What follows belongs to an exercise in optimizing a design on an open flow for small area, a short achievable clock period and few clock cycles per item; a production flow would make more cautious choices. In this exercise RTL edits were held to simulation tests only and were not proved equivalent to the original. Power and IR drop assume default switching activity.

==> build 79: inputs <==
// nonpreemptive_process_scheduler
module nonpreemptive_process_scheduler #(
    parameter int NUM_PROCESSES = nps_pkg::NUM_PROCESSES_DEF
) (
    input  wire logic                             i_clk,
    input  wire logic                             i_rst_n,
    input  wire logic                             i_cfg_we,
    input  wire logic [nps_pkg::CFG_IDX_W-1:0]    i_cfg_idx,
    input  wire logic [nps_pkg::CFG_DATA_W-1:0]   i_cfg_data,
    input  wire logic                             i_req_valid,
    output      logic                             o_req_ready,
    input  wire logic [nps_pkg::ARR_W-1:0]        i_req_arrival_time,
    input  wire logic [nps_pkg::BUR_W-1:0]        i_req_burst_time,
    input  wire logic [nps_pkg::PRI_W-1:0]        i_req_priority_level,
    input  wire logic                             i_req_last_process,
    output      logic                             o_res_valid,
    input  wire logic                             i_res_ready,
    output      logic [nps_pkg::PROC_W-1:0]       o_res_process,
    output      logic [nps_pkg::TIME_W-1:0]       o_res_start_time,
    output      logic [nps_pkg::TIME_W-1:0]       o_res_finish_time,
    output      logic [nps_pkg::TIME_W-1:0]       o_res_waiting_time,
    output      logic [nps_pkg::TIME_W-1:0]       o_res_end_time,
    output      logic                             o_res_last_result
);
export LEC_CHECK = 0
export CAP_MARGIN = 20
export CORE_MARGIN = 2
export CORE_UTILIZATION = 40
export SLEW_MARGIN = 20
create_clock -name core_clock -period 5.5 [get_ports {i_clk}]
run.sh (not shown) runs the stock make flow with config.mk's settings and CLKGATE_MAP_FILE= SYNTH_SCRIPT=/design/flow/synth_recipe.tcl, a recipe that flattens the netlist after the stock synthesis.
==> build 53 (differences from build 79) <==
--- a/flow/design.v
+++ b/flow/design.v
@@ -79,35 +79,29 @@
     output      logic [nps_pkg::TIME_W-1:0]       o_res_end_time,
     output      logic                             o_res_last_result
 );
     localparam int P   = NUM_PROCESSES;
     localparam int IW  = (P > 1) ? $clog2(P) : 1;
     localparam int TW  = nps_pkg::TIME_W;
     localparam int AW  = nps_pkg::ARR_W;
     localparam int BW  = nps_pkg::BUR_W;
-    localparam int CW  = BW + 1;         
     localparam int PW  = nps_pkg::PRI_W;
-    localparam int KW  = CW;             
+    localparam int KW  = nps_pkg::KEY_W;  
     localparam int GW  = 3;              
     logic [nps_pkg::MODE_W-1:0]     r_mode;
     logic [nps_pkg::CTX_W-1:0]      r_ctx;
     logic [P-1:0]                   r_vld;
     logic [GW-1:0]                  r_tag  [P];
     logic [IW-1:0]                  r_slot [P];
     logic [AW-1:0]                  r_arr  [P];
-    logic [CW-1:0]                  r_bc   [P];    
+    logic [BW-1:0]                  r_bur  [P];
     logic [PW-1:0]                  r_pri  [P];
     logic [P-1:0]                   r_kb   [P];    
     logic [P-1:0]                   r_ab   [P];    
-    logic                           r_in_vld;
-    logic [AW-1:0]                  r_in_arr;
-    logic [CW-1:0]                  r_in_bc;
-    logic [PW-1:0]                  r_in_pri;
-    logic                           r_in_last;
     logic [GW-1:0]                  r_ltag;
     logic [IW-1:0]                  r_lslot;
     logic [GW-1:0]                  r_stag;
     logic                           r_first;
     logic [P-1:0]                   r_aw;        
     logic                           r_aw_ok;     
     logic                           r_out_vld;
     logic [nps_pkg::PROC_W-1:0]     r_out_proc;
@@ -157,20 +151,24 @@
     logic                           closes;
     logic [P-1:0]                   wsel;        
     logic [P-1:0]                   wen;         
     logic                           has_free;
     logic                           gen_room;
     logic                           pick;
     logic [P-1:0]                   sel;
     function automatic logic [KW-1:0] key_sel(input logic [nps_pkg::MODE_W-1:0] mode,
-                                              input logic [CW-1:0] bc,
+                                              input logic [AW-1:0] a,
+                                              input logic [BW-1:0] b,
                                               input logic [PW-1:0] p);
-        if (mode == nps_pkg::MODE_SJF) key_sel = bc;
-        else                           key_sel = {{(KW-PW){1'b0}}, p};
+        case (mode)
+            nps_pkg::MODE_FCFS: key_sel = {{(KW-AW){1'b0}}, a};
+            nps_pkg::MODE_SJF:  key_sel = b;
+            default:            key_sel = {{(KW-PW){1'b0}}, p};
+        endcase
     endfunction
     function automatic logic [1:0] cmp_of(input logic [KW-1:0] a, input logic [KW-1:0] b);
         logic [31:0] l;
         logic [31:0] g;
         l = '0;
         g = '0;
         for (int i = 0; i < KW; i++) begin
             l[i] = !a[i] && b[i];
@@ -179,65 +177,67 @@
         for (int lv = 0; lv < 5; lv++) begin
             for (int i = 0; i < (16 >> lv); i++) begin
                 l[i] = l[2*i+1] || (!g[2*i+1] && l[2*i]);
                 g[i] = g[2*i+1] || (!l[2*i+1] && g[2*i]);
             end
         end
         cmp_of = {l[0], g[0]};
     endfunction
-    assign wr_key = key_sel(r_mode, r_in_bc, r_in_pri);
+    assign wr_key = key_sel(r_mode, i_req_arrival_time, i_req_burst_time, i_req_priority_level);
     always_comb begin
         wsel = '0;
         for (int i = P - 1; i >= 0; i--) begin
             if (!r_vld[i]) wsel = P'(1) << i;
         end
     end
     assign has_free    = !(&r_vld);
     assign gen_room    = (GW'(r_ltag - r_stag) != {GW{1'b1}});
-    assign mv          = r_in_vld && gen_room && (has_free || pick);
-    assign o_req_ready = !r_in_vld || mv;
+    assign o_req_ready = gen_room && (has_free || pick);
     assign in_acc      = i_req_valid && o_req_ready;
+    assign mv          = in_acc;
     assign wen         = {P{mv}} & (has_free ? wsel : sel);
-    assign closes      = r_in_last || (r_lslot == IW'(P - 1));
+    assign closes      = i_req_last_process || (r_lslot == IW'(P - 1));
     logic [P-1:0]                   new_klt;     
     logic [P-1:0]                   new_alt;     
     always_comb begin
         for (int q = 0; q < P; q++) begin
             logic [KW-1:0] kq;
             logic [1:0]    kc;
             logic [1:0]    ac;
-            kq = key_sel(r_mode, r_bc[q], r_pri[q]);
+            kq = key_sel(r_mode, r_arr[q], r_bur[q], r_pri[q]);
             kc         = cmp_of(wr_key, kq);
-            ac         = cmp_of({{(KW-AW){1'b0}}, r_in_arr}, {{(KW-AW){1'b0}}, r_arr[q]});
-            new_klt[q] = (r_mode == nps_pkg::MODE_FCFS) ? ac[1] : kc[1];
-            new_alt[q] = ac[1] || (!ac[0] && new_klt[q]);
+            ac         = cmp_of({{(KW-AW){1'b0}}, i_req_arrival_time}, {{(KW-AW){1'b0}}, r_arr[q]});
+            new_klt[q] = kc[1];
+            new_alt[q] = ac[1] || (!ac[0] && kc[1]);
         end
     end
     logic [P-1:0]                   memb;
     logic [P-1:0]                   cand;
     logic                           any_cand;
     logic [P-1:0]                   kwin;
+    logic [P-1:0]                   awin;        
     logic [P-1:0]                   aw2;         
     logic [P-1:0]                   nmemb;       
     logic [P-1:0]                   nawin;       
     logic                           new_first;   
     logic                           new_nfirst;  
     logic [P-1:0]                   aw_nxt;
     logic                           aw_ok_nxt;
     logic                           sched_ok;
     logic                           out_free;
     logic                           sel_last;
-    logic [CW:0]                    k_end [P];   
-    logic [CW:0]                    kw_end;
-    logic [TW-CW-1:0]               t_hi_inc;
+    logic [BW+1:0]                  k_end [P];   
+    logic [BW+1:0]                  kw_end;
+    logic [TW-BW-1:0]               t_hi_inc1;
+    logic [TW-BW-1:0]               t_hi_inc2;
     logic [AW-1:0]                  kw_arr;
     logic [IW-1:0]                  kw_slot;
     logic [AW-1:0]                  aw_arr;
-    logic [CW-1:0]                  aw_bc;
+    logic [BW-1:0]                  aw_bur;
     logic [IW-1:0]                  aw_slot;
     logic [TW-1:0]                  aw_end;
     logic [TW-1:0]                  sel_start;
     logic [AW-1:0]                  sel_arr;
     logic [IW-1:0]                  sel_slot;
     logic [TW-1:0]                  sel_end;
     function automatic logic kb_of(input int i, input int j);
         if (i < j) kb_of = r_kb[i][j];
@@ -250,73 +250,75 @@
     always_comb begin
         for (int i = 0; i < P; i++) begin
             logic [1:0] tc;
             tc       = cmp_of({{(KW-AW){1'b0}}, r_arr[i]}, {{(KW-AW){1'b0}}, r_out_end[AW-1:0]});
             memb[i]  = r_vld[i] && (r_tag[i] == r_stag);
             nmemb[i] = r_vld[i] && (r_tag[i] == GW'(r_stag + GW'(1)));
             cand[i]  = memb[i] && !r_first &&
                        ((r_out_end[TW-1:AW] != '0) || !tc[0]);
-            k_end[i] = {1'b0, r_out_end[CW-1:0]} + {1'b0, r_bc[i]};
+            k_end[i] = {2'b0, r_out_end[BW-1:0]} + {2'b0, r_bur[i]} +
+                       {{(BW+2-nps_pkg::CTX_W){1'b0}}, r_ctx};
         end
         any_cand = |cand;
         for (int i = 0; i < P; i++) begin
             kwin[i]  = cand[i];
+            awin[i]  = memb[i];
             aw2[i]   = memb[i] && !r_aw[i];
             nawin[i] = nmemb[i];
             for (int j = 0; j < P; j++) begin
                 if (j != i) begin
                     if (cand[j] && !kb_of(i, j)) kwin[i] = 1'b0;
+                    if (memb[j] && !ab_of(i, j)) awin[i] = 1'b0;
                     if (memb[j] && !r_aw[j] && !ab_of(i, j)) aw2[i] = 1'b0;
                     if (nmemb[j] && !ab_of(i, j)) nawin[i] = 1'b0;
                 end
             end
         end
-        new_first  = !(|(r_aw & ~new_alt));
+        new_first  = !(|(awin & ~new_alt));
         new_nfirst = !(|(nawin & ~new_alt));
         kw_end  = '0;
         kw_arr  = '0;
         kw_slot = '0;
         aw_arr  = '0;
-        aw_bc   = '0;
+        aw_bur  = '0;
         aw_slot = '0;
         for (int i = 0; i < P; i++) begin
-            kw_end  = kw_end  | ({(CW+1){kwin[i]}} & k_end[i]);
+            kw_end  = kw_end  | ({(BW+2){kwin[i]}} & k_end[i]);
             kw_arr  = kw_arr  | ({AW{kwin[i]}} & r_arr[i]);
             kw_slot = kw_slot | ({IW{kwin[i]}} & r_slot[i]);
             aw_arr  = aw_arr  | ({AW{r_aw[i]}} & r_arr[i]);
-            aw_bc   = aw_bc   | ({CW{r_aw[i]}} & r_bc[i]);
+            aw_bur  = aw_bur  | ({BW{r_aw[i]}} & r_bur[i]);
             aw_slot = aw_slot | ({IW{r_aw[i]}} & r_slot[i]);
         end
-        aw_end = {{(TW-AW){1'b0}}, aw_arr} + {{(TW-CW){1'b0}}, aw_bc};
+        aw_end = {{(TW-AW){1'b0}}, aw_arr} + {{(TW-BW){1'b0}}, aw_bur} +
+                 {{(TW-nps_pkg::CTX_W){1'b0}}, r_ctx};
         sel       = any_cand ? kwin : r_aw;
         sel_start = any_cand ? r_out_end : {{(TW-AW){1'b0}}, aw_arr};
         sel_arr   = any_cand ? kw_arr : aw_arr;
         sel_slot  = any_cand ? kw_slot : aw_slot;
-        t_hi_inc  = r_out_end[TW-1:CW] + (TW-CW)'(1);
-        sel_end   = any_cand ? {(kw_end[CW] ? t_hi_inc : r_out_end[TW-1:CW]), kw_end[CW-1:0]}
+        t_hi_inc1 = r_out_end[TW-1:BW] + (TW-BW)'(1);
+        t_hi_inc2 = r_out_end[TW-1:BW] + (TW-BW)'(2);
+        sel_end   = any_cand ? {(kw_end[BW+1] ? t_hi_inc2 :
+                                 kw_end[BW]   ? t_hi_inc1 : r_out_end[TW-1:BW]),
+                                kw_end[BW-1:0]}
                              : aw_end;
-        sel_last  = 1'b1;
-        for (int i = 0; i < P; i++) begin
-            for (int j = i + 1; j < P; j++) begin
-                if (memb[i] && memb[j]) sel_last = 1'b0;
-            end
-        end
+        sel_last  = !(|(memb & ~sel));
     end
     assign sched_ok = (r_stag != r_ltag);
     assign out_free = !r_out_vld || i_res_ready;
     assign pick     = r_aw_ok && out_free;
     always_comb begin
         if (!r_aw_ok) begin
-            aw_nxt    = (mv && (r_ltag == r_stag) && new_first) ? wen : r_aw;
+            aw_nxt    = (mv && (r_ltag == r_stag) && new_first) ? wen : awin;
             aw_ok_nxt = sched_ok || (mv && closes);
         end else if (pick && sel_last) begin
             aw_nxt    = (mv && (r_ltag == GW'(r_stag + GW'(1))) && new_nfirst) ? wen : nawin;
             aw_ok_nxt = (GW'(r_stag + GW'(1)) != r_ltag) || (mv && closes);
-        end else if (pick && (!any_cand || (|(kwin & r_aw)))) begin
+        end else if (pick && (|(sel & r_aw))) begin
             aw_nxt    = aw2;
             aw_ok_nxt = 1'b1;
         end else begin
             aw_nxt    = r_aw;
             aw_ok_nxt = 1'b1;
         end
     end
     always_ff @(posedge i_clk) begin
@@ -324,24 +326,19 @@
             r_mode    <= nps_pkg::MODE_FCFS;
             r_ctx     <= '0;
             r_vld     <= '0;
             r_ltag    <= '0;
             r_lslot   <= '0;
             r_stag    <= '0;
             r_first   <= 1'b1;
             r_aw_ok   <= 1'b0;
-            r_aw      <= '0;
             r_out_vld <= 1'b0;
-            r_in_vld  <= 1'b0;
         end else begin
             r_aw_ok <= aw_ok_nxt;
-            r_aw    <= aw_nxt;
-            if (in_acc)  r_in_vld <= 1'b1;
-            else if (mv) r_in_vld <= 1'b0;
             if (i_cfg_we) begin
                 if (i_cfg_idx == nps_pkg::REG_MODE) r_mode <= i_cfg_data[nps_pkg::MODE_W-1:0];
                 else                                r_ctx  <= i_cfg_data[nps_pkg::CTX_W-1:0];
             end
             if (mv) begin
                 if (closes) begin
                     r_ltag  <= r_ltag + GW'(1);
                     r_lslot <= '0;
@@ -358,27 +355,22 @@
                 r_first   <= sel_last;
                 if (sel_last) r_stag <= r_stag + GW'(1);
             end else if (i_res_ready) begin
                 r_out_vld <= 1'b0;
             end
         end
     end
     always_ff @(posedge i_clk) begin
-        if (in_acc) begin
-            r_in_arr  <= i_req_arrival_time;
-            r_in_bc   <= {1'b0, i_req_burst_time} + {{(CW-nps_pkg::CTX_W){1'b0}}, r_ctx};
-            r_in_pri  <= i_req_priority_level;
-            r_in_last <= i_req_last_process;
-        end
+        r_aw <= aw_nxt;
         for (int i = 0; i < P; i++) begin
             if (wen[i]) begin
-                r_arr[i]  <= r_in_arr;
-                r_bc[i]   <= r_in_bc;
-                r_pri[i]  <= r_in_pri;
+                r_arr[i]  <= i_req_arrival_time;
+                r_bur[i]  <= i_req_burst_time;
+                r_pri[i]  <= i_req_priority_level;
                 r_slot[i] <= r_lslot;
                 r_tag[i]  <= r_ltag;
             end
         end
         for (int i = 0; i < P; i++) begin
             for (int j = i + 1; j < P; j++) begin
                 if (wen[i]) begin
                     r_kb[i][j] <= new_klt[j];
--- a/flow/config.mk
+++ b/flow/config.mk
@@ -3,9 +3,10 @@
 export DESIGN_NICKNAME = nonpreemptive_process_scheduler
 export VERILOG_FILES = /design/flow/design.v
 export SDC_FILE = /design/flow/constraint.sdc
 export NUM_CORES = 4
 export LEC_CHECK = 0
 export CAP_MARGIN = 20
 export CORE_MARGIN = 2
 export CORE_UTILIZATION = 40
+export GPL_TIMING_DRIVEN = 0
 export SLEW_MARGIN = 20
==> trial 86 (differences from build 79) <==
--- a/flow/design.v
+++ b/flow/design.v
@@ -79,35 +79,29 @@
     output      logic [nps_pkg::TIME_W-1:0]       o_res_end_time,
     output      logic                             o_res_last_result
 );
     localparam int P   = NUM_PROCESSES;
     localparam int IW  = (P > 1) ? $clog2(P) : 1;
     localparam int TW  = nps_pkg::TIME_W;
     localparam int AW  = nps_pkg::ARR_W;
     localparam int BW  = nps_pkg::BUR_W;
-    localparam int CW  = BW + 1;         
     localparam int PW  = nps_pkg::PRI_W;
-    localparam int KW  = CW;             
+    localparam int KW  = nps_pkg::KEY_W;  
     localparam int GW  = 3;              
     logic [nps_pkg::MODE_W-1:0]     r_mode;
     logic [nps_pkg::CTX_W-1:0]      r_ctx;
     logic [P-1:0]                   r_vld;
     logic [GW-1:0]                  r_tag  [P];
     logic [IW-1:0]                  r_slot [P];
     logic [AW-1:0]                  r_arr  [P];
-    logic [CW-1:0]                  r_bc   [P];    
+    logic [BW-1:0]                  r_bur  [P];
     logic [PW-1:0]                  r_pri  [P];
     logic [P-1:0]                   r_kb   [P];    
     logic [P-1:0]                   r_ab   [P];    
-    logic                           r_in_vld;
-    logic [AW-1:0]                  r_in_arr;
-    logic [CW-1:0]                  r_in_bc;
-    logic [PW-1:0]                  r_in_pri;
-    logic                           r_in_last;
     logic [GW-1:0]                  r_ltag;
     logic [IW-1:0]                  r_lslot;
     logic [GW-1:0]                  r_stag;
     logic                           r_first;
     logic [P-1:0]                   r_aw;        
     logic                           r_aw_ok;     
     logic                           r_out_vld;
     logic [nps_pkg::PROC_W-1:0]     r_out_proc;
@@ -157,19 +151,19 @@
     logic                           closes;
     logic [P-1:0]                   wsel;        
     logic [P-1:0]                   wen;         
     logic                           has_free;
     logic                           gen_room;
     logic                           pick;
     logic [P-1:0]                   sel;
     function automatic logic [KW-1:0] key_sel(input logic [nps_pkg::MODE_W-1:0] mode,
-                                              input logic [CW-1:0] bc,
+                                              input logic [BW-1:0] b,
                                               input logic [PW-1:0] p);
-        if (mode == nps_pkg::MODE_SJF) key_sel = bc;
+        if (mode == nps_pkg::MODE_SJF) key_sel = b;
         else                           key_sel = {{(KW-PW){1'b0}}, p};
     endfunction
     function automatic logic [1:0] cmp_of(input logic [KW-1:0] a, input logic [KW-1:0] b);
         logic [31:0] l;
         logic [31:0] g;
         l = '0;
         g = '0;
         for (int i = 0; i < KW; i++) begin
@@ -179,40 +173,40 @@
         for (int lv = 0; lv < 5; lv++) begin
             for (int i = 0; i < (16 >> lv); i++) begin
                 l[i] = l[2*i+1] || (!g[2*i+1] && l[2*i]);
                 g[i] = g[2*i+1] || (!l[2*i+1] && g[2*i]);
             end
         end
         cmp_of = {l[0], g[0]};
     endfunction
-    assign wr_key = key_sel(r_mode, r_in_bc, r_in_pri);
+    assign wr_key = key_sel(r_mode, i_req_burst_time, i_req_priority_level);
     always_comb begin
         wsel = '0;
         for (int i = P - 1; i >= 0; i--) begin
             if (!r_vld[i]) wsel = P'(1) << i;
         end
     end
     assign has_free    = !(&r_vld);
     assign gen_room    = (GW'(r_ltag - r_stag) != {GW{1'b1}});
-    assign mv          = r_in_vld && gen_room && (has_free || pick);
-    assign o_req_ready = !r_in_vld || mv;
+    assign o_req_ready = gen_room && (has_free || pick);
     assign in_acc      = i_req_valid && o_req_ready;
+    assign mv          = in_acc;
     assign wen         = {P{mv}} & (has_free ? wsel : sel);
-    assign closes      = r_in_last || (r_lslot == IW'(P - 1));
+    assign closes      = i_req_last_process || (r_lslot == IW'(P - 1));
     logic [P-1:0]                   new_klt;     
     logic [P-1:0]                   new_alt;     
     always_comb begin
         for (int q = 0; q < P; q++) begin
             logic [KW-1:0] kq;
             logic [1:0]    kc;
             logic [1:0]    ac;
-            kq = key_sel(r_mode, r_bc[q], r_pri[q]);
+            kq = key_sel(r_mode, r_bur[q], r_pri[q]);
             kc         = cmp_of(wr_key, kq);
-            ac         = cmp_of({{(KW-AW){1'b0}}, r_in_arr}, {{(KW-AW){1'b0}}, r_arr[q]});
+            ac         = cmp_of({{(KW-AW){1'b0}}, i_req_arrival_time}, {{(KW-AW){1'b0}}, r_arr[q]});
             new_klt[q] = (r_mode == nps_pkg::MODE_FCFS) ? ac[1] : kc[1];
             new_alt[q] = ac[1] || (!ac[0] && new_klt[q]);
         end
     end
     logic [P-1:0]                   memb;
     logic [P-1:0]                   cand;
     logic                           any_cand;
     logic [P-1:0]                   kwin;
@@ -221,23 +215,24 @@
     logic [P-1:0]                   nawin;       
     logic                           new_first;   
     logic                           new_nfirst;  
     logic [P-1:0]                   aw_nxt;
     logic                           aw_ok_nxt;
     logic                           sched_ok;
     logic                           out_free;
     logic                           sel_last;
-    logic [CW:0]                    k_end [P];   
-    logic [CW:0]                    kw_end;
-    logic [TW-CW-1:0]               t_hi_inc;
+    logic [BW+1:0]                  k_end [P];   
+    logic [BW+1:0]                  kw_end;
+    logic [TW-BW-1:0]               t_hi_inc1;
+    logic [TW-BW-1:0]               t_hi_inc2;
     logic [AW-1:0]                  kw_arr;
     logic [IW-1:0]                  kw_slot;
     logic [AW-1:0]                  aw_arr;
-    logic [CW-1:0]                  aw_bc;
+    logic [BW-1:0]                  aw_bur;
     logic [IW-1:0]                  aw_slot;
     logic [TW-1:0]                  aw_end;
     logic [TW-1:0]                  sel_start;
     logic [AW-1:0]                  sel_arr;
     logic [IW-1:0]                  sel_slot;
     logic [TW-1:0]                  sel_end;
     function automatic logic kb_of(input int i, input int j);
         if (i < j) kb_of = r_kb[i][j];
@@ -250,17 +245,18 @@
     always_comb begin
         for (int i = 0; i < P; i++) begin
             logic [1:0] tc;
             tc       = cmp_of({{(KW-AW){1'b0}}, r_arr[i]}, {{(KW-AW){1'b0}}, r_out_end[AW-1:0]});
             memb[i]  = r_vld[i] && (r_tag[i] == r_stag);
             nmemb[i] = r_vld[i] && (r_tag[i] == GW'(r_stag + GW'(1)));
             cand[i]  = memb[i] && !r_first &&
                        ((r_out_end[TW-1:AW] != '0) || !tc[0]);
-            k_end[i] = {1'b0, r_out_end[CW-1:0]} + {1'b0, r_bc[i]};
+            k_end[i] = {2'b0, r_out_end[BW-1:0]} + {2'b0, r_bur[i]} +
+                       {{(BW+2-nps_pkg::CTX_W){1'b0}}, r_ctx};
         end
         any_cand = |cand;
         for (int i = 0; i < P; i++) begin
             kwin[i]  = cand[i];
             aw2[i]   = memb[i] && !r_aw[i];
             nawin[i] = nmemb[i];
             for (int j = 0; j < P; j++) begin
                 if (j != i) begin
@@ -271,33 +267,37 @@
             end
         end
         new_first  = !(|(r_aw & ~new_alt));
         new_nfirst = !(|(nawin & ~new_alt));
         kw_end  = '0;
         kw_arr  = '0;
         kw_slot = '0;
         aw_arr  = '0;
-        aw_bc   = '0;
+        aw_bur  = '0;
         aw_slot = '0;
         for (int i = 0; i < P; i++) begin
-            kw_end  = kw_end  | ({(CW+1){kwin[i]}} & k_end[i]);
+            kw_end  = kw_end  | ({(BW+2){kwin[i]}} & k_end[i]);
             kw_arr  = kw_arr  | ({AW{kwin[i]}} & r_arr[i]);
             kw_slot = kw_slot | ({IW{kwin[i]}} & r_slot[i]);
             aw_arr  = aw_arr  | ({AW{r_aw[i]}} & r_arr[i]);
-            aw_bc   = aw_bc   | ({CW{r_aw[i]}} & r_bc[i]);
+            aw_bur  = aw_bur  | ({BW{r_aw[i]}} & r_bur[i]);
             aw_slot = aw_slot | ({IW{r_aw[i]}} & r_slot[i]);
         end
-        aw_end = {{(TW-AW){1'b0}}, aw_arr} + {{(TW-CW){1'b0}}, aw_bc};
+        aw_end = {{(TW-AW){1'b0}}, aw_arr} + {{(TW-BW){1'b0}}, aw_bur} +
+                 {{(TW-nps_pkg::CTX_W){1'b0}}, r_ctx};
         sel       = any_cand ? kwin : r_aw;
         sel_start = any_cand ? r_out_end : {{(TW-AW){1'b0}}, aw_arr};
         sel_arr   = any_cand ? kw_arr : aw_arr;
         sel_slot  = any_cand ? kw_slot : aw_slot;
-        t_hi_inc  = r_out_end[TW-1:CW] + (TW-CW)'(1);
-        sel_end   = any_cand ? {(kw_end[CW] ? t_hi_inc : r_out_end[TW-1:CW]), kw_end[CW-1:0]}
+        t_hi_inc1 = r_out_end[TW-1:BW] + (TW-BW)'(1);
+        t_hi_inc2 = r_out_end[TW-1:BW] + (TW-BW)'(2);
+        sel_end   = any_cand ? {(kw_end[BW+1] ? t_hi_inc2 :
+                                 kw_end[BW]   ? t_hi_inc1 : r_out_end[TW-1:BW]),
+                                kw_end[BW-1:0]}
                              : aw_end;
         sel_last  = 1'b1;
         for (int i = 0; i < P; i++) begin
             for (int j = i + 1; j < P; j++) begin
                 if (memb[i] && memb[j]) sel_last = 1'b0;
             end
         end
     end
@@ -326,22 +326,19 @@
             r_vld     <= '0;
             r_ltag    <= '0;
             r_lslot   <= '0;
             r_stag    <= '0;
             r_first   <= 1'b1;
             r_aw_ok   <= 1'b0;
             r_aw      <= '0;
             r_out_vld <= 1'b0;
-            r_in_vld  <= 1'b0;
         end else begin
             r_aw_ok <= aw_ok_nxt;
             r_aw    <= aw_nxt;
-            if (in_acc)  r_in_vld <= 1'b1;
-            else if (mv) r_in_vld <= 1'b0;
             if (i_cfg_we) begin
                 if (i_cfg_idx == nps_pkg::REG_MODE) r_mode <= i_cfg_data[nps_pkg::MODE_W-1:0];
                 else                                r_ctx  <= i_cfg_data[nps_pkg::CTX_W-1:0];
             end
             if (mv) begin
                 if (closes) begin
                     r_ltag  <= r_ltag + GW'(1);
                     r_lslot <= '0;
@@ -358,27 +355,21 @@
                 r_first   <= sel_last;
                 if (sel_last) r_stag <= r_stag + GW'(1);
             end else if (i_res_ready) begin
                 r_out_vld <= 1'b0;
             end
         end
     end
     always_ff @(posedge i_clk) begin
-        if (in_acc) begin
-            r_in_arr  <= i_req_arrival_time;
-            r_in_bc   <= {1'b0, i_req_burst_time} + {{(CW-nps_pkg::CTX_W){1'b0}}, r_ctx};
-            r_in_pri  <= i_req_priority_level;
-            r_in_last <= i_req_last_process;
-        end
         for (int i = 0; i < P; i++) begin
             if (wen[i]) begin
-                r_arr[i]  <= r_in_arr;
-                r_bc[i]   <= r_in_bc;
-                r_pri[i]  <= r_in_pri;
+                r_arr[i]  <= i_req_arrival_time;
+                r_bur[i]  <= i_req_burst_time;
+                r_pri[i]  <= i_req_priority_level;
                 r_slot[i] <= r_lslot;
                 r_tag[i]  <= r_ltag;
             end
         end
         for (int i = 0; i < P; i++) begin
             for (int j = i + 1; j < P; j++) begin
                 if (wen[i]) begin
                     r_kb[i][j] <= new_klt[j];
==> flow/flow/run.sh (new file) <==
#!/bin/bash
# The standard layout, with the port buffers that placement inserts
# made of sky130_fd_sc_hd__buf_2 cells instead of the default choice.
# The make output of the whole flow goes to standard.log; ORFS keeps each
# step's log under orfs/logs.
set -euo pipefail
export BUFFER_PORTS_ARGS="-buffer_cell sky130_fd_sc_hd__buf_2"
bash standard.sh > standard.log 2>&1
==> flow/standard.sh (new file) <==
#!/bin/bash
# synth_recipe.tcl (not shown) runs the flow's synth.tcl, then flattens the netlist and writes it again
# the make line also repeats each setting of config.mk as NAME=value (left out here)
make -C /OpenROAD-flow-scripts/flow DESIGN_CONFIG=/design/flow/config.mk WORK_HOME=/design/flow/orfs CLKGATE_MAP_FILE= SYNTH_SCRIPT=/design/flow/synth_recipe.tcl "${@:-finish}"
removed: flow/run.sh
==> qor summary <==
item	build 53	trial 86	build 79
Sequential group power	0.00528 W	0.00541 W	0.00589 W
Syn Nets	4,988	4,688	4,611
Reported clock group power	0.00458 W	0.00398 W	0.00467 W
Met3 usage	11.7%	6.57%	5.51%
Share of the final layout cell area in sequential cells	29.9%	32.8%	35.2%
Worst path arrival time	6.03 ns	4.11 ns	4.26 ns
Flop and latch count out of synthesis	530	530	581
Footprint of the flip-flops and latches	0.0156 mm2	0.0155 mm2	0.0171 mm2
Mean area per synthesized cell	9.46 um2	9.69 um2	9.66 um2
Critical path data required time	5.93 ns	4.40 ns	4.40 ns
Netlist cell types	101	118	102
Result of the run	failed layout checks	finished clean	finished clean
Layout check failures	negative setup slack	-	-
Xor and xnor fraction of the mapped netlist area	4.03%	4.23%	4.75%
Number of standard-cell rows in the floorplan	121	118	118
Chip Height	334 um	327 um	328 um
Start-to-end type of the worst setup path	reg2reg	reg2out	reg2out
Post-CTS repair timing setup buffer count	110	1	3
Multi-input logic area	0.0271 mm2	0.0244 mm2	0.0233 mm2
Buffers and inverters on the worst path	6	6	3
Layout multi-input combinational cell count	3,560	3,299	3,305
Post-place instance area	0.0475 mm2	0.0454 mm2	0.0461 mm2
Tap cells	1,414	1,380	1,380
Area share of the largest cell type after synthesis	34.4%	35.4%	38.7%
Sum of routed wire segments on met1	99,000 um	71,600 um	69,500 um
Fin Hold WS	0.595 ns	0.540 ns	0.478 ns
Final Util	48.2%	45.8%	46.7%
CP max stage cell	sky130_fd_sc_hd__clkdlybuf4s18_2	sky130_fd_sc_hd__fa_1	sky130_fd_sc_hd__clkdlybuf4s50_1
Testbench counts of build 79, summed over its fixed seeds: cycles 2,637, items 2,397.
Testbench counts of build 53, summed over its fixed seeds: cycles 2,613, items 2,397.
Testbench counts of trial 86, summed over its fixed seeds: cycles 2,613, items 2,397.

## what the ideal ports hide
Ports are ideal in the flow. The routed layouts listed here were re-timed in OpenROAD. Step 1: set_driving_cell puts a clkbuf_16 on i_clk and a buf_2 on each other input, an assumption about the parent block. Step 2 also shifts input and output timing later by t, the mid clock arrival at the registers, as if the neighbouring blocks saw the same clock. a / b / c = ideal ports / drivers / drivers and shift; a / b = the first two.
run | t, ns | setup slack, ns | hold WS [ns] | worst data-port slew with drivers (ns)
build 79 | 0.730 | 0.136 / 0.061 / 0.450 | 0.478 / 0.478 / 0.478 | 0.08
build 53 | 0.724 | -0.099 / -0.099 / -0.621 | 0.595 / 0.595 / 0.595 | 0.09
trial 86 | 0.742 | 0.287 / 0.216 / 0.209 | 0.540 / 0.540 / 0.540 | 0.07
The setup slack of build 53, which loses most, moves by 0.000 ns with the drivers and by -0.522 ns with both steps.
